Context: an optimization exercise on an open-source flow, tuned for a short achievable clock period and few clock cycles per item. The choices shown serve that exercise and are no tape-out recipe.
At most, simulation tests tie the RTL to the original design; equivalence was not proved.
The RTL of runs 2 and 3 was laid out without a check of its function.
No activity file was given, so power comes from the tool's default toggle rates.

==> design/flow/design.v <==
`default_nettype none
package rvPipePkg;
    typedef struct packed {
        logic [6:0]         funct7;
        logic [5-1:0] rs2;
        logic [5-1:0] rs1;
        logic [2:0]         funct3;
        logic [5-1:0] rd;
        logic [6:0]         opcode;
    } rFieldsT;
    typedef struct packed {
        logic [6:0]         immHigh;
        logic [5-1:0] rs2;
        logic [5-1:0] rs1;
        logic [2:0]         funct3;
        logic [4:0]         immLow;
        logic [6:0]         opcode;
    } sFieldsT;
    typedef union packed {
        rFieldsT rFields;
        sFieldsT sFields;
    } instrWord;
    typedef enum logic [3:0] {
        aluAdd, aluSub, aluSll, aluSlt, aluSltu, aluXor,
        aluSrl, aluSra, aluOr, aluAnd, aluPassB
    } aluOp;
endpackage
`default_nettype wire
`default_nettype none
module executeUnit (
    input  logic [32-1:0] a,         
    input  logic [32-1:0] as,        
    input  logic [32-1:0] b,
    input  logic [4:0]       shL,
    input  logic [4:0]       shR,
    input  logic             selAdd,
    input  logic             selSub,
    input  logic             selSll,
    input  logic             selSlt,
    input  logic             selSltu,
    input  logic             selXor,
    input  logic             selSr,     
    input  logic             selSra,
    input  logic             selOr,
    input  logic             selAnd,
    input  logic             selB,      
    output logic [32-1:0] result
);
    function automatic logic [32:0] ksCarry(input logic [31:0] g0, input logic [31:0] p0,
                                            input logic cin);
        logic [31:0] g, p, gn, pn;
        g = g0;
        p = p0;
        g[0] = g0[0] | (p0[0] & cin);
        for (int d = 1; d < 32; d = d * 2) begin
            for (int i = 0; i < 32; i++) begin
                if (i >= d) begin
                    gn[i] = g[i] | (p[i] & g[i-d]);
                    pn[i] = p[i] & p[i-d];
                end
                else begin
                    gn[i] = g[i];
                    pn[i] = p[i];
                end
            end
            g = gn;
            p = pn;
        end
        ksCarry = {g, cin};
    endfunction
    logic [31:0] pAdd, gAdd, pSub, gSub, sum, diff;
    logic [32:0] cAdd, cSub;
    assign pAdd = a ^ b;
    assign gAdd = a & b;
    assign pSub = ~(a ^ b);
    assign gSub = a & ~b;
    assign cAdd = ksCarry(gAdd, pAdd, 1'b0);
    assign cSub = ksCarry(gSub, pSub, 1'b1);
    assign sum  = pAdd ^ cAdd[31:0];
    assign diff = pSub ^ cSub[31:0];
    logic ltu, lt;
    assign ltu = ~cSub[32];
    assign lt  = ltu ^ a[31] ^ b[31];
    logic [31:0] shl, shr;
    logic [32:0] shrIn;
    assign shl   = as << shL;
    assign shrIn = {selSra & as[31], as};
    assign shr   = 32'($signed(shrIn) >>> shR);
    assign result = ({32{selAdd}} & sum) | ({32{selSub}} & diff) | ({32{selSll}} & shl) |
                    ({32{selSr}} & shr) | {31'd0, (selSlt & lt) | (selSltu & ltu)} |
                    ({32{selXor}} & (a ^ b)) | ({32{selOr}} & (a | b)) |
                    ({32{selAnd}} & (a & b)) | ({32{selB}} & b);
endmodule
`default_nettype wire
`default_nettype none
module rvPipeCore (
    input  logic                CLK,
    input  logic                rst,
    input  logic [32-1:0]    instr,
    output logic [10-1:0] instrAddr,
    output logic [10-1:0] ramAddr,
    output logic [32-1:0]    ramWData,
    output logic                ramWe,
    input  logic [32-1:0]    ramRData,
    output logic [32-1:0]    gpio
);
    logic [31:0] eA, eAs, eB, eSD;
    logic [4:0]  eShL, eShR;
    logic [4:0]  eRd;
    logic        eWe, eLd, eRamWe, eGpioWe;
    logic [9:0]  eRamAddr;
    logic        eAdd, eSub, eSll, eSlt, eSltu, eXor, eSr, eSra, eOr, eAnd, eLui;
    logic [31:0] aluRes, res;
    logic [31:0] wRes;
    logic [4:0]  wRd;
    logic        wWe;
    logic [10-1:0] pc;
    logic                stall;
    always_ff @(posedge CLK) begin
        if (rst)         pc <= '0;
        else if (!stall) pc <= pc + 1'b1;
    end
    assign instrAddr = pc;
    logic [31:0] rf [1:31];
    logic [31:0] h1, h2;
    always_ff @(posedge CLK) begin
        if (wWe) rf[wRd] <= wRes;
        h1 <= wRes;
        h2 <= h1;
    end
    logic [31:0] dI;
    logic [31:0] dRfA, dRfB;
    logic        fE1, fW1, fH11, fH21, fE2, fW2, fH12, fH22;
    logic        dWe;
    logic [4:0]  dRd;
    logic [4:0]  iRs1, iRs2;
    assign iRs1 = instr[19:15];
    assign iRs2 = instr[24:20];
    always_ff @(posedge CLK) begin
        if (rst) begin
            dI   <= 32'h0000_0013;
            fE1  <= 1'b0;
            fW1  <= 1'b0;
            fH11 <= 1'b0;
            fH21 <= 1'b0;
            fE2  <= 1'b0;
            fW2  <= 1'b0;
            fH12 <= 1'b0;
            fH22 <= 1'b0;
        end
        else if (!stall) begin
            dI   <= instr;
            fE1  <= dWe && dRd == iRs1;
            fW1  <= eWe && eRd == iRs1;
            fH11 <= wWe && wRd == iRs1;
            fH21 <= 1'b0;
            fE2  <= dWe && dRd == iRs2;
            fW2  <= eWe && eRd == iRs2;
            fH12 <= wWe && wRd == iRs2;
            fH22 <= 1'b0;
        end
        else begin
            fE1  <= 1'b0;
            fW1  <= fE1;
            fH11 <= fW1;
            fH21 <= fH11;
            fE2  <= 1'b0;
            fW2  <= fE2;
            fH12 <= fW2;
            fH22 <= fH12;
        end
    end
    always_ff @(posedge CLK) begin
        if (!stall) begin
            dRfA <= (iRs1 == 5'd0) ? 32'd0 : rf[iRs1];
            dRfB <= (iRs2 == 5'd0) ? 32'd0 : rf[iRs2];
        end
    end
    logic [6:0] dOp;
    logic [2:0] dF3;
    logic       dAlt;
    assign dOp  = dI[6:0];
    assign dRd  = dI[11:7];
    assign dF3  = dI[14:12];
    assign dAlt = dI[30];
    logic dIsR, dIsI, dIsL, dIsS, dIsU, dAlu;
    assign dIsR = dOp == 7'h33;
    assign dIsI = dOp == 7'h13;
    assign dIsL = dOp == 7'h03;
    assign dIsS = dOp == 7'h23;
    assign dIsU = dOp == 7'h37;
    assign dAlu = dIsR | dIsI;
    assign dWe  = (dAlu | dIsL | dIsU) && dRd != 5'd0;
    logic [31:0] immI, immS, immU;
    assign immI = {{20{dI[31]}}, dI[31:20]};
    assign immS = {{20{dI[31]}}, dI[31:25], dI[11:7]};
    assign immU = {dI[31:12], 12'b0};
    logic [31:0] oldA, oldB, fwdA, fwdB;
    assign oldA = fW1 ? wRes : fH11 ? h1 : fH21 ? h2 : dRfA;
    assign oldB = fW2 ? wRes : fH12 ? h1 : fH22 ? h2 : dRfB;
    assign fwdA = fE1 ? res : oldA;
    assign fwdB = fE2 ? res : oldB;
    logic [11:0] mA, mB, dAddr;
    logic        dHit, c2;
    logic [11:2] zOk;
    assign mA    = oldA[11:0];
    assign mB    = dIsS ? immS[11:0] : immI[11:0];
    assign dAddr = mA + mB;
    assign c2     = (mA[1] & mB[1]) | ((mA[1] | mB[1]) & mA[0] & mB[0]);
    assign zOk[2] = (mA[2] ^ mB[2]) == c2;
    for (genvar i = 3; i < 12; i++) begin : gZero
        assign zOk[i] = (mA[i] ^ mB[i]) == (mA[i-1] | mB[i-1]);
    end
    assign dHit  = &zOk;
    assign stall = (dIsL | dIsS) && fE1;
    always_ff @(posedge CLK) begin
        eA   <= fwdA;
        eAs  <= fwdA;
        eB   <= dIsR ? fwdB : (dIsU ? immU : immI);
        eSD  <= fwdB;
        eShL <= dIsR ? fwdB[4:0] : immI[4:0];
        eShR <= dIsR ? fwdB[4:0] : immI[4:0];
        eRd  <= dRd;
        eRamAddr <= dAddr[11:2];
        if (rst || stall) begin
            eWe     <= 1'b0;
            eLd     <= 1'b0;
            eRamWe  <= 1'b0;
            eGpioWe <= 1'b0;
            eAdd    <= 1'b0;
            eSub    <= 1'b0;
            eSll    <= 1'b0;
            eSlt    <= 1'b0;
            eSltu   <= 1'b0;
            eXor    <= 1'b0;
            eSr     <= 1'b0;
            eSra    <= 1'b0;
            eOr     <= 1'b0;
            eAnd    <= 1'b0;
            eLui    <= 1'b0;
        end
        else begin
            eWe     <= dWe;
            eLd     <= dIsL;
            eRamWe  <= dIsS && !dHit;
            eGpioWe <= dIsS && dHit;
            eAdd    <= dAlu && dF3 == 3'd0 && !(dIsR && dAlt);
            eSub    <= dIsR && dF3 == 3'd0 && dAlt;
            eSll    <= dAlu && dF3 == 3'd1;
            eSlt    <= dAlu && dF3 == 3'd2;
            eSltu   <= dAlu && dF3 == 3'd3;
            eXor    <= dAlu && dF3 == 3'd4;
            eSr     <= dAlu && dF3 == 3'd5;
            eSra    <= dAlu && dF3 == 3'd5 && dAlt;
            eOr     <= dAlu && dF3 == 3'd6;
            eAnd    <= dAlu && dF3 == 3'd7;
            eLui    <= dIsU;
        end
    end
    executeUnit alu (
        .a(eA), .as(eAs), .b(eB), .shL(eShL), .shR(eShR),
        .selAdd(eAdd), .selSub(eSub), .selSll(eSll), .selSlt(eSlt), .selSltu(eSltu),
        .selXor(eXor), .selSr(eSr), .selSra(eSra), .selOr(eOr), .selAnd(eAnd), .selB(eLui),
        .result(aluRes)
    );
    assign res = aluRes | ({32{eLd}} & ramRData);
    assign ramAddr  = eRamAddr;
    assign ramWe    = eRamWe;
    assign ramWData = eSD;
    always_ff @(posedge CLK) begin
        if (rst)          gpio <= '0;
        else if (eGpioWe) gpio <= eSD;
    end
    always_ff @(posedge CLK) begin
        wRes <= res;
        wRd  <= eRd;
        if (rst) wWe <= 1'b0;
        else     wWe <= eWe;
    end
endmodule
`default_nettype wire
==> design/flow/run.sh <==
#!/bin/bash
# synth_recipe.tcl (not shown) runs the flow's synth.tcl, then flattens the netlist and writes it again
# the make line also repeats each setting of config.mk as NAME=value (left out here)
make -C /OpenROAD-flow-scripts/flow DESIGN_CONFIG=/design/flow/config.mk WORK_HOME=/design/flow/orfs CLKGATE_MAP_FILE= SYNTH_SCRIPT=/design/flow/synth_recipe.tcl finish
==> design/flow/config.mk <==
export PLATFORM = sky130hd
export DESIGN_NAME = rvPipeCore
export DESIGN_NICKNAME = rvPipeCore
export VERILOG_FILES = /design/flow/design.v
export SDC_FILE = /design/flow/constraint.sdc
export NUM_CORES = 4
export LEC_CHECK = 0
export CAP_MARGIN = 20
export CORE_MARGIN = 2
export CORE_UTILIZATION = 40
export SETUP_SLACK_MARGIN = 5
export SLEW_MARGIN = 20
export TNS_END_PERCENT = 100
==> design/flow/constraint.sdc <==
create_clock -name core_clock -period 8.0 [get_ports {CLK}]
set_input_delay 1.6000 -clock core_clock [delete_from_list [all_inputs] [get_ports {CLK}]]
set_output_delay 1.6000 -clock core_clock [all_outputs]
set_load 0.01 [all_outputs]
==> reports/metrics.cfg, run 1 <==
[status]
status = no timing/DRC/antenna violations

[worst_setup_path]
r2r_cells = 11
slowest_stage = a2111o_1
path_buf_inv = 1
rr_startpoint = eB[1]
regToRegSetupSlack_ns = 4.59
critPathRequiredTime_ns = 8.70
crit_type = flop to flop
max_stage_delay_ns = 0.42
crit_family = compound AO/OA/AOI/OAI gates
crit_path_start_kind = flop
worstPathCellList = inv_4, ha_4, o21ba_4, a2111o_1, a211o_4, o2111ai_4, a31oi_4, a221oi_4, o2111ai_2, mux2_4, a221o_1
cp.arrival_ns = 4.10
path_max_fanout = 3
cp-end-kind = flop
r2r-end = eB[21]

[sta]
grt_setup_unrepaired = yes
clock.fmax_mhz = 293
fin_worst_skew_ns = 0.0324
fin_crit_sh = 0.426
setup_ws_ns = 4.59
maxSlewViolCount = 0
period_minus_slack_ns = 3.41
tns_ns = 0
worst_pin_slew_ns = 1.02
hold_viol_final = 0
relSlewSlack = 0.317
setup_viol = 0

[clock_network]
insertion_delay_ns = 0.82
clk_pin_slew_worst_paths_ns = 0.06
cts_buffers = 150
cts_tree = yes
ctsHtreeMaxLevel = 4
cts_buffer_depth = 3
cts_num_sinks = 1371
cts_hold_buf = 0
clockRootBuffer = clkbuf_16

[yosys]
yosys.cell_types.count = 86
synth.top_cell.area_share = 0.459
syn_inst = 4879
synthFlopType = edfxtp_1
synth_warnings = 2
synth_area_per_cell_um2 = 14.2
syn_area_um2 = 69100
yosys-top-cells-count = 1056 x edfxtp_1, 560 x mux4_2, 385 x nor2_1
yosys-top-cells-area = edfxtp_1 46%, mux4_2 18%, dfxtp_1 9.1%
synth_async_sr_flop_share = 0
synth_edf_count = 1056
yosysTopAreaCell = edfxtp_1
synth_seq_cells = 1371
ys_seq_area_frac = 0.550
synthesis.nets = 5064
yosysMostFrequentCell = edfxtp_1

[placed_design]
place_ws_ns = 3.11
place.gp.congestion = 0.992
io_buffers = 150
post_dp_cell_area_um2 = 73700
hpwlAfterDp_um = 144000

[grt]
grt_overflow = 0
grt_pass1_vias = 48100
gr-usage-all-layers = 0.281
grt_use_met3 = 0.0552
grt_pass1_wl_um = 353000
antenna_found_initial = 8
use_met2 = 0.448
grt.met1_usage = 0.366
grt_start_max_net_pins = 81
grt_busiest_layer = met2

[min_path]
min_from = h1[10]
hold_path_class = flop to flop
hold-path-endpoint = h2[10]
hold_depth = 0

[floorplan]
design.die.area_um2 = 176000
die_h_um = 420
core_um2 = 172000
ios = 151
rows = 152
start_util = 0.403
die_w_um = 420

[routing]
vias = 48800
totalWireLength_um = 252000
drtIter0Drc = 6956
viasPerCell = 6.41
ant_nets = 0
wl_per_cell_um = 33.0
drc = 0
dr.pass1.iters = 8

[final_layout]
synthToLayoutAreaGrowth_pct = 21.9
final_area_um2 = 84300
utilization = 0.491
multiInputGateArea_um2 = 31900
nNetsFinal = 5366
drive_gt1_frac = 0.354
fill_cells = 14600
seqCellArea_um2 = 38200

[run]
max-cap-violations = 0

[pwr]
ir_worst_vdd_v = 0.000173
p_per_area_nw_per_um2 = 224
p_leak_uw = 0.0291

worst reg2reg max path, cell delays in order, from the launching register on:
cell and delay (ns):
dfxtp_4 0.36, inv_4 0.05, ha_4 0.23, o21ba_4 0.20, a2111o_1 0.42, a211o_4 0.40
o2111ai_4 0.27, a31oi_4 0.16, a221oi_4 0.34, o2111ai_2 0.21, mux2_4 0.36, a221o_1 0.30
routing by layer:
layer / wire length, µm / vias to the layer above
li1: - / 20000
met1: 95000 / 25000
met2: 117000 / 3064
met3: 24200 / 721
met4: 15500 / 2
met5: 13 / -
flip-flops by register name, indices dropped and copies added (netlist names), 5 cells and up:
signal    count
rf          992
dI           32
dRfA         32
dRfB         32
eAs          32
eB           32
eSD          32
gpio         32
h1           32
h2           32
wRes         32
eRamAddr     10
pc           10
eRd           5
eShR          5
wRd           5
cells by family (layout without fill, tap and decap cells):
kind of cell	after synthesis	after routing	synth area share
and+or+nand+nor	874	875	0.0559
DFF	1371	1371	0.550
other	0	4	0
muxes	958	958	0.242
adders and majority gates	119	119	0.0218
AOI/OAI and AO/OA	946	946	0.0906
buffers and inverters	542	970	0.0310
xor gates and xnor gates	69	69	0.00875
layout by cell type (no fill, tap or decap), types with 66 or more instances in the layout:
master,n
a21oi_1,296
buf_2,74
buf_4,255
buf_6,68
clkbuf_16,166
dfxtp_1,212
dfxtp_2,66
edfxtp_1,1056
ha_1,79
inv_1,131
mux2i_1,286
mux4_2,560
nand2_1,213
nor2_1,344
o21ai_0,113
what timing repair did:
| action | 4_1_cts | 5_1_grt |
|---|---|---|
| gates cloned | 22 | 9 |
| setup endpoints to repair | 432 | 211 |
| gates resized for setup | 898 | 161 |
| setup buffers | 159 | 81 |
| hold endpoints to repair | 0 | 0 |
| pin swaps | 128 | 84 |
report_power, final:
group          internal, µW  switching (µW)
combinational          1410            1830
clock                  4130            3000
sequential             8060             398
total                 13600            5230
layout make-up:
class | instances | share of cell area
well taps | 2310 | 0.0343
diodes | 4 | 0.000119
flip-flops and latches | 1371 | 0.454
multi-input cells | 2967 | 0.379
inverters | 156 | 0.00726
repair buffers | 535 | 0.0655
clock inverters | 75 | 0.0101
clock buffers | 204 | 0.0497
through the flow:
| step | cells | total power [µW] | hold WS [ns] |
|---|---|---|---|
| final | 7622 | 18800 | 0.358 |
| after global routing | 7622 | 19400 | 0.373 |
| after CTS | 7528 | 18600 | 0.360 |
| after detailed placement | 7068 | 11000 | 0.359 |
| after global placement | 7068 | 11000 | 0.356 |
| after floorplan | 4879 | 10100 | 0.343 |
worst max path at each step:
stage | end | startpoint | cells after the start | slack (ns)
2_1_floorplan | dRfB[0] | instr[20] | 7 | 4.55
3_3_place_gp | dRfB[26] | instr[20] | 6 | 3.11
3_5_place_dp | dRfB[30] | instr[20] | 6 | 3.11
4_1_cts | eB[21] | eAs[1] | 11 | 4.58
5_1_grt | eB[21] | eAs[1] | 11 | 4.57
6_report | eB[21] | eB[1] | 11 | 4.59
Testbench counts, summed over its fixed seeds: cycles 37,042, items 36,500.
==> run 2, diff against run 1 <==
--- a/design/flow/design.v
+++ b/design/flow/design.v
@@ -121,16 +121,9 @@
         else if (!stall) pc <= pc + 1'b1;
     end
     assign instrAddr = pc;
-    logic [31:0] rf [1:31];
-    logic [31:0] h1, h2;
-    always_ff @(posedge CLK) begin
-        if (wWe) rf[wRd] <= wRes;
-        h1 <= wRes;
-        h2 <= h1;
-    end
     logic [31:0] dI;
-    logic [31:0] dRfA, dRfB;
-    logic        fE1, fW1, fH11, fH21, fE2, fW2, fH12, fH22;
+    logic [31:1] dH1, dH2;           
+    logic        fE1, fW1, fE2, fW2;  
     logic        dWe;
     logic [4:0]  dRd;
     logic [4:0]  iRs1, iRs2;
@@ -138,42 +131,30 @@
     assign iRs2 = instr[24:20];
     always_ff @(posedge CLK) begin
         if (rst) begin
-            dI   <= 32'h0000_0013;
-            fE1  <= 1'b0;
-            fW1  <= 1'b0;
-            fH11 <= 1'b0;
-            fH21 <= 1'b0;
-            fE2  <= 1'b0;
-            fW2  <= 1'b0;
-            fH12 <= 1'b0;
-            fH22 <= 1'b0;
+            dI  <= 32'h0000_0013;
+            dH1 <= '0;
+            dH2 <= '0;
+            fE1 <= 1'b0;
+            fW1 <= 1'b0;
+            fE2 <= 1'b0;
+            fW2 <= 1'b0;
         end
         else if (!stall) begin
-            dI   <= instr;
-            fE1  <= dWe && dRd == iRs1;
-            fW1  <= eWe && eRd == iRs1;
-            fH11 <= wWe && wRd == iRs1;
-            fH21 <= 1'b0;
-            fE2  <= dWe && dRd == iRs2;
-            fW2  <= eWe && eRd == iRs2;
-            fH12 <= wWe && wRd == iRs2;
-            fH22 <= 1'b0;
+            dI <= instr;
+            for (int k = 1; k < 32; k++) begin
+                dH1[k] <= iRs1 == 5'(k);
+                dH2[k] <= iRs2 == 5'(k);
+            end
+            fE1 <= dWe && dRd == iRs1;
+            fW1 <= eWe && eRd == iRs1;
+            fE2 <= dWe && dRd == iRs2;
+            fW2 <= eWe && eRd == iRs2;
         end
         else begin
-            fE1  <= 1'b0;
-            fW1  <= fE1;
-            fH11 <= fW1;
-            fH21 <= fH11;
-            fE2  <= 1'b0;
-            fW2  <= fE2;
-            fH12 <= fW2;
-            fH22 <= fH12;
-        end
-    end
-    always_ff @(posedge CLK) begin
-        if (!stall) begin
-            dRfA <= (iRs1 == 5'd0) ? 32'd0 : rf[iRs1];
-            dRfB <= (iRs2 == 5'd0) ? 32'd0 : rf[iRs2];
+            fE1 <= 1'b0;
+            fW1 <= fE1;
+            fE2 <= 1'b0;
+            fW2 <= fE2;
         end
     end
     logic [6:0] dOp;
@@ -195,9 +176,22 @@
     assign immI = {{20{dI[31]}}, dI[31:20]};
     assign immS = {{20{dI[31]}}, dI[31:25], dI[11:7]};
     assign immU = {dI[31:12], 12'b0};
+    logic [31:0] rf [1:31];
+    always_ff @(posedge CLK) begin
+        if (wWe) rf[wRd] <= wRes;
+    end
+    logic [31:0] rfA, rfB;
+    always_comb begin
+        rfA = '0;
+        rfB = '0;
+        for (int k = 1; k < 32; k++) begin
+            rfA = rfA | ({32{dH1[k]}} & rf[k]);
+            rfB = rfB | ({32{dH2[k]}} & rf[k]);
+        end
+    end
     logic [31:0] oldA, oldB, fwdA, fwdB;
-    assign oldA = fW1 ? wRes : fH11 ? h1 : fH21 ? h2 : dRfA;
-    assign oldB = fW2 ? wRes : fH12 ? h1 : fH22 ? h2 : dRfB;
+    assign oldA = fW1 ? wRes : rfA;
+    assign oldB = fW2 ? wRes : rfB;
     assign fwdA = fE1 ? res : oldA;
     assign fwdB = fE2 ? res : oldB;
     logic [11:0] mA, mB, dAddr;
==> reports/metrics.cfg, run 2 <==
[yosys]
yosys-top-cells-count = 992 x edfxtp_1, 349 x a22oi_1, 327 x a221oi_1
synth-simple-area-share = 0.0792  ; +0.0234
syn_inst = 4969  ; +1.8%
yosys-top-cells-area = edfxtp_1 49%, dfxtp_1 10%, a221oi_1 4.7%
synth_edf_count = 992  ; -6.1%
synthFlopType = edfxtp_1
yosysMostFrequentCell = edfxtp_1
synth_area_per_cell_um2 = 12.3  ; -13%
synth_fa_ha_area_frac = 0.0246  ; +0.00286
synth_warnings = 2  ; unchanged
synth_top_family_by_area = compound AO/OA/AOI/OAI gates
synthMuxAreaShare = 0.0408  ; -0.201
synth-xor-area-share = 0.0100  ; +0.00129
ys_seq_area_frac = 0.589  ; +0.0389
synthesis.nets = 5154  ; +1.8%
yosysTopAreaCell = edfxtp_1
syn_area_um2 = 61100  ; -12%
yosys.cell_types.count = 100  ; +16%
synth_compound_area_frac = 0.221  ; +0.130
synth_seq_cells = 1301  ; -5.1%
synth.top_cell.area_share = 0.488  ; +0.0288
synth_async_sr_flop_share = 0  ; unchanged

[floorplan]
die_h_um = 395  ; -5.9%
rows = 143  ; -5.9%
design.die.area_um2 = 156000  ; -12%
core_um2 = 152000  ; -12%
ios = 151  ; unchanged
start_util = 0.402  ; about the same
die_w_um = 395  ; -5.9%

[routing]
drtIter0Drc = 12500  ; +80%
drc = 0  ; unchanged
dr.pass1.iters = 11  ; +3
vias = 56400  ; +16%
ant_nets = 0  ; unchanged
totalWireLength_um = 322000  ; +28%
viasPerCell = 7.44  ; +16%
wl_per_cell_um = 42.4  ; +28%

[status]
status = no timing/DRC/antenna violations

[run]
max-cap-violations = 0  ; unchanged

[grt]
grt_start_max_net_pins = 79  ; -2.5%
grt_overflow = 0  ; unchanged
antenna_found_initial = 16  ; +8
grt_pass1_wl_um = 430000  ; +22%
gr-usage-all-layers = 0.395  ; +0.114
grt_pass1_vias = 52800  ; +9.7%

[sta]
fin_worst_skew_ns = 0.0315  ; -0.000900 ns
setup_viol = 0  ; unchanged
worst_pin_slew_ns = 1.22  ; +0.200 ns
hold_viol_final = 0  ; unchanged
hold_slack_ns = 0.411  ; +0.0537 ns
tns_ns = 0  ; unchanged
grt_setup_unrepaired = yes
clock.fmax_mhz = 289  ; -1.3%
period_minus_slack_ns = 3.46  ; +0.0465 ns
maxSlewViolCount = 0  ; unchanged
relSlewSlack = 0.184  ; -0.133
fin_crit_sh = 0.432  ; +0.00581

[worst_setup_path]
cp.arrival_ns = 4.15  ; +0.05 ns
critPathRequiredTime_ns = 8.70  ; about the same
regToRegSetupSlack_ns = 4.54  ; -0.05 ns
max_stage_delay_ns = 0.68  ; +0.26 ns
r2r_cells = 12  ; +1
r2r-end = eB[9]
crit_type = flop to flop
slowest_stage = o211ai_1
crit_path_start_kind = flop
rr_startpoint = eShR[1]
cp-end-kind = flop
worstPathCellList = buf_16, buf_12, buf_6, buf_6, mux4_2, mux2_4, o211ai_1, o21ai_2, a221oi_2, o21ai_2, mux2_4, a21o_1
path_max_fanout = 7  ; +4

[clock_network]
clockRootBuffer = clkbuf_16
cts_tree = yes
ctsHtreeMaxLevel = 4  ; unchanged
clk_pin_slew_worst_paths_ns = 0.07  ; about the same
cts_buffer_depth = 3  ; unchanged
insertion_delay_ns = 0.81  ; about the same
cts_buffers = 140  ; -6.7%
cts_hold_buf = 0  ; unchanged
cts_num_sinks = 1301  ; -5.1%

[pwr]
clkPwrFrac = 0.390  ; +0.011
p_per_area_nw_per_um2 = 219  ; -2.2%
swShare = 0.277  ; -0.00110
seqPwrFrac = 0.457  ; +0.008
power_frac_comb = 0.153  ; -0.019
p_leak_uw = 0.0267  ; -8.2%
ir_worst_vdd_v = 0.000168  ; -2.9%
p_sw_uw = 4650  ; -11%
p_int_uw = 12200  ; -11%

[min_path]
hold-path-endpoint = wRd[0]
hold_path_class = flop to flop
hold_depth = 0  ; unchanged
min_from = eRd[0]

[final_layout]
largest_reg_flops = 992  ; unchanged
nNetsFinal = 5616  ; +4.7%
synthToLayoutAreaGrowth_pct = 26.0
final_cell_mix = 992 x edfxtp_1, 411 x buf_4, 346 x a22oi_1
layout_commonest_cell = edfxtp_1
final_area_um2 = 77000  ; -8.7%
drive_gt1_frac = 0.284  ; -0.0707
largest-register = rf
final-instance-count-excl-fill = 7586  ; -0.47%

[placed_design]
place.gp.congestion = 1.02  ; +3.3%
io_buffers = 150  ; unchanged
dp_cells = 6910  ; -2.2%
post_dp_cell_area_um2 = 65000  ; -12%
hpwlAfterDp_um = 175000  ; +22%

-- run 2: cell type report --
type                            instances  area (µm²)
Antenna cell                            8        20.0
Clock buffer                          175        3770
Clock inverter                         84         754
Fill cell                           13100       74800
Inverter                              142         594
Multi-Input combinational cell       3137       26000
Sequential cell                      1301       36400
Tap cell                             2030        2540
Timing Repair Buffer                  709        6950
-- run 2: critical path, delay by kind of cell (launching register included) --
| kind | cells | cell delay [ns] |
|---|---|---|
| muxes | 3 | 0.96 |
| AOI/OAI and AO/OA | 5 | 1.47 |
| buffers and inverters | 4 | 0.52 |
| DFF | 1 | 0.39 |
-- run 2: power by group through the flow --
| stage | sequential [µW] | clock (µW) | combinational, µW |
|---|---|---|---|
| after floorplan | 7730 | 0 | 1040 |
| after global placement | 7850 | 0 | 1700 |
| after detailed placement | 7860 | 0 | 1690 |
| after CTS | 7680 | 6530 | 2250 |
| after global routing | 7690 | 6780 | 2640 |
| final | 7690 | 6550 | 2570 |
-- run 2: cell families (layout without fill, tap and decap cells) --
group	after synthesis	count (layout)
buf+inv	531	1110
xor+xnor	70	70
fa+ha+maj	119	119
compound gates	1768	1768
simple gates	1018	1018
flops	1301	1301
other cells	0	8
mux	162	162
-- run 2: per-stage QoR --
stage                     setup WS, ns  total power, µW   util
final                             4.54            16800  0.507
after global routing              4.53            17100  0.507
after CTS                         4.63            16400  0.495
after floorplan                   4.84             8770      -
after detailed placement          3.60             9550  0.429
after global placement            3.56             9550  0.429
-- run 2: worst max path at each step --
stage | startpoint | to | slack [ns] | depth (start not counted)
2_1_floorplan | ramRData[23] | eSD[23] | 4.84 | 8
3_3_place_gp | eShR[0] | eB[0] | 3.56 | 10
3_5_place_dp | eShR[0] | eB[0] | 3.60 | 10
4_1_cts | eAs[0] | eB[20] | 4.63 | 11
5_1_grt | eShR[1] | eB[9] | 4.53 | 12
6_report | eShR[1] | eB[9] | 4.54 | 12
-- run 2: timing repair --
| action | CTS | global route |
|---|---|---|
| gates resized for setup | 984 | 245 |
| buffers inserted | 294 | 95 |
| pin swaps | 149 | 142 |
| setup endpoints to repair | 304 | 131 |
| cloned | 17 | 3 |
-- run 2: routing by layer --
layer  part of all wire  up-vias  global-route usage
met2               0.40     6178               0.558
li1                   -    21100                   -
met1               0.32    27200               0.465
met5             0.0013        -             0.00462
met4               0.10       35               0.297
met3               0.17     1878               0.185
==> run 3, diff against run 2 <==
--- a/design/flow/config.mk
+++ b/design/flow/config.mk
@@ -7,7 +7,8 @@
 export LEC_CHECK = 0
 export CAP_MARGIN = 20
 export CORE_MARGIN = 2
-export CORE_UTILIZATION = 40
+export CORE_UTILIZATION = 50
+export GPL_TIMING_DRIVEN = 1
 export SETUP_SLACK_MARGIN = 5
 export SLEW_MARGIN = 20
 export TNS_END_PERCENT = 100
==> reports/metrics.cfg, run 3 <==
[status]
status = no timing/DRC/antenna violations

[routing]
drtIter0Drc = 12400  ; -0.77%
totalWireLength_um = 324000  ; +0.75%
drc = 0  ; unchanged
ant_nets = 0  ; unchanged
wl_per_cell_um = 45.3  ; +6.8%
vias = 56900  ; +0.83%
viasPerCell = 7.95  ; +6.8%
dr.pass1.iters = 7  ; -4
wl_met3_um = 56800  ; +2.1%
highest_layer = met5
met1_length_um = 104000  ; about the same
wl_met2_um = 129000  ; -0.40%

[worst_setup_path]
cp-end-kind = flop
crit_path_start_kind = flop
critPathRequiredTime_ns = 8.67  ; -0.03 ns
crit_type = flop to flop
r2r-end = eB[14]
r2r_cells = 7  ; -5
cp.arrival_ns = 4.16  ; about the same
regToRegSetupSlack_ns = 4.51  ; -0.03 ns
rr_startpoint = fW2
path_max_fanout = 36  ; +29

[clock_network]
clockRootBuffer = clkbuf_16
insertion_delay_ns = 0.83  ; +0.02 ns
clk_pin_slew_worst_paths_ns = 0.07  ; about the same
ctsHtreeMaxLevel = 4  ; unchanged
cts_tree = yes
cts_buffers = 139  ; -0.71%
cts_buffer_depth = 3  ; unchanged
cts_num_sinks = 1301  ; unchanged

[pwr]
ir_worst_vdd_v = 0.000249  ; +48%
p_per_area_nw_per_um2 = 225  ; +2.8%
p_leak_uw = 0.0268  ; +0.35%

[placed_design]
place.gp.congestion = 1.07  ; +4.3%
io_buffers = 150  ; unchanged
hpwlAfterDp_um = 178000  ; +1.2%

[min_path]
hold-path-endpoint = wRd[4]
hold_path_class = flop to flop
min_from = eRd[4]
hold_depth = 0  ; unchanged

[final_layout]
largest_reg_flops = 992  ; unchanged
fill_cells = 9276  ; -29%
multiInputGateArea_um2 = 26100  ; +0.61%
largest-register = rf
layout_commonest_cell = edfxtp_1
seqCellArea_um2 = 36400  ; about the same
nNetsFinal = 5592  ; -0.43%
synthToLayoutAreaGrowth_pct = 25.1
drive_gt1_frac = 0.281  ; -0.00211
final_cell_mix = 992 x edfxtp_1, 397 x buf_4, 346 x a22oi_1

[grt]
grt_pass1_wl_um = 428000  ; -0.32%
grt_pass1_vias = 51900  ; -1.5%
gr-usage-all-layers = 0.497  ; +0.102
grt_overflow = 0  ; unchanged
grt_start_max_net_pins = 87  ; +10%
antenna_found_initial = 20  ; +4

[yosys]
synth_area_per_cell_um2 = 12.3  ; unchanged
synth_warnings = 2  ; unchanged
yosysMostFrequentCell = edfxtp_1
yosys-top-cells-count = 992 x edfxtp_1, 349 x a22oi_1, 327 x a221oi_1
synth_async_sr_flop_share = 0  ; unchanged
synth_seq_cells = 1301  ; unchanged
ys_seq_area_frac = 0.589  ; unchanged
syn_area_um2 = 61100  ; unchanged
synthFlopType = edfxtp_1
synthesis.nets = 5154  ; unchanged
synth_edf_count = 992  ; unchanged
yosys.cell_types.count = 100  ; unchanged
yosys-top-cells-area = edfxtp_1 49%, dfxtp_1 10%, a221oi_1 4.7%
yosysTopAreaCell = edfxtp_1
syn_inst = 4969  ; unchanged
synth.top_cell.area_share = 0.488  ; unchanged

[sta]
period_minus_slack_ns = 3.49  ; +0.0304 ns
grt_setup_unrepaired = yes
hold_viol_final = 0  ; unchanged
relSlewSlack = 0.115  ; -0.0696
hold_slack_ns = 0.419  ; +0.00738 ns
fin_crit_sh = 0.436  ; +0.00380
tns_ns = 0  ; unchanged
maxSlewViolCount = 0  ; unchanged
worst_pin_slew_ns = 1.33  ; +0.106 ns
clock.fmax_mhz = 287  ; -0.87%
fin_worst_skew_ns = 0.0278  ; -0.00373 ns
setup_viol = 0  ; unchanged

[floorplan]
rows = 128  ; -10%
die_h_um = 353  ; -10%
core_um2 = 122000  ; -20%
start_util = 0.502  ; +0.0999
ios = 151  ; unchanged
die_w_um = 353  ; -10%
design.die.area_um2 = 125000  ; -20%

[run]
max-cap-violations = 0  ; unchanged

run 3: changes by cell type in the layout (fill, tap and decap cells not counted), moves of 9 or more:
| cell | before | now |
|---|---|---|
| clkdlybuf4s15_2 | 24 | 2 |
| clkbuf_2 | 9 | 30 |
| buf_4 | 411 | 397 |
| buf_12 | 42 | 31 |
| bufinv_16 | 9 | 20 |
| dfxtp_1 | 138 | 147 |
| dfxtp_2 | 96 | 87 |
| o21ai_2 | 21 | 30 |
run 3: per-layer routing:
layer | GRT usage | up-vias
met2 | 0.687 | 6437
met1 | 0.587 | 27400
met4 | 0.384 | 28
met3 | 0.249 | 1996
li1 | - | 21000
met5 | 0.0174 | -
run 3: what timing repair did:
action	4_1_cts	5_1_grt
setup endpoints to repair	287	218
gates cloned	17	4
pin swaps	118	185
setup buffers	249	105
gates resized for setup	897	356
hold buffers	0	0
run 3: kinds of logic after synthesis:
| logic type | after synthesis | share of synthesized area |
|---|---|---|
| AOI/OAI and AO/OA | 1768 | 0.221 |
| xor gates and xnor gates | 70 | 0.0100 |
| adders and majority gates | 119 | 0.0246 |
| buffers and inverters | 531 | 0.0352 |
| DFF | 1301 | 0.589 |
| muxes | 162 | 0.0408 |
| and+or+nand+nor | 1018 | 0.0792 |
run 3: worst max path at each step:
stage / startpoint / cells after the start / end / slack [ns]
2_1_floorplan: ramRData[23] / 8 / eSD[23] / 4.84
3_3_place_gp: eAs[13] / 10 / eB[14] / 3.58
3_5_place_dp: ramRData[23] / 9 / eSD[23] / 3.65
4_1_cts: eShR[0] / 9 / eB[19] / 4.64
5_1_grt: eAs[0] / 13 / eB[14] / 4.55
6_report: fW2 / 7 / eB[14] / 4.51
run 3: area by class of cell:
| cell class | count | share of cell area |
|---|---|---|
| repair buffers | 686 | 0.0854 |
| clock inverters | 73 | 0.0127 |
| diodes | 12 | 0.000393 |
| well taps | 1625 | 0.0266 |
| clock buffers | 183 | 0.0496 |
| flip-flops and latches | 1301 | 0.476 |
| multi-input cells | 3137 | 0.342 |
| inverters | 142 | 0.00753 |
run 3: critical path, cell delays in order (launching register included):
cell and delay (ns):
dfxtp_2 0.32, buf_4 0.72, inv_2 0.50, buf_4 0.47, o32ai_2 0.40, nor2_1 0.10, a21o_1 0.29, a221o_2 0.46
run 3: power breakdown:
group / switching, µW / leakage (µW) / internal, µW
sequential: 253 / 0.0118 / 7430
combinational: 1550 / 0.0127 / 1040
clock: 2880 / 0.00232 / 4010
total: 4680 / 0.0268 / 12500
run 3: per-stage QoR:
| step | total power (µW) | cells | util | setup WS, ns | cell area (µm²) |
|---|---|---|---|---|---|
| 2_1_floorplan | 8770 | 4969 | - | 4.84 | 61100 |
| 3_5_place_dp | 9570 | 6515 | 0.532 | 3.65 | 64600 |
| 5_1_grt | 17500 | 7148 | 0.628 | 4.55 | 76400 |
| 6_report | 17200 | 7159 | 0.628 | 4.51 | 76400 |
| 3_3_place_gp | 9580 | 6514 | 0.531 | 3.58 | 64600 |
| 4_1_cts | 16700 | 7037 | 0.612 | 4.64 | 74400 |

[static timing again, ports no longer ideal]
No port has a modelled driver above. Below, the same layouts with a new extraction and two added sets of constraints. Step 1: set_driving_cell puts a clkbuf_16 on CLK and a buf_2 on each other input, an assumption about the parent block. Step 2 also shifts input and output timing later by t, the mid clock arrival at the registers, as if the neighbouring blocks saw the same clock. a / b / c = ideal / step 1 / step 2; a / b = the first two.
run	shift t [ns]	slack for setup (ns)	clock arrival spread, ns	worst data-port slew with drivers (ns)	cell pins on the clock port's net
run 1	0.890	4.591 / 4.591 / 3.981	0.035 / 0.034	0.30	1
run 2	0.877	4.545 / 4.545 / 3.910	0.036 / 0.037	0.12	1
run 3	0.893	4.514 / 4.514 / 3.971	0.032 / 0.033	0.07	1
After both steps every run listed still meets setup and hold. For run 2, which loses most, drivers alone change the setup slack by 0.000 ns; drivers and shift together by -0.635 ns.
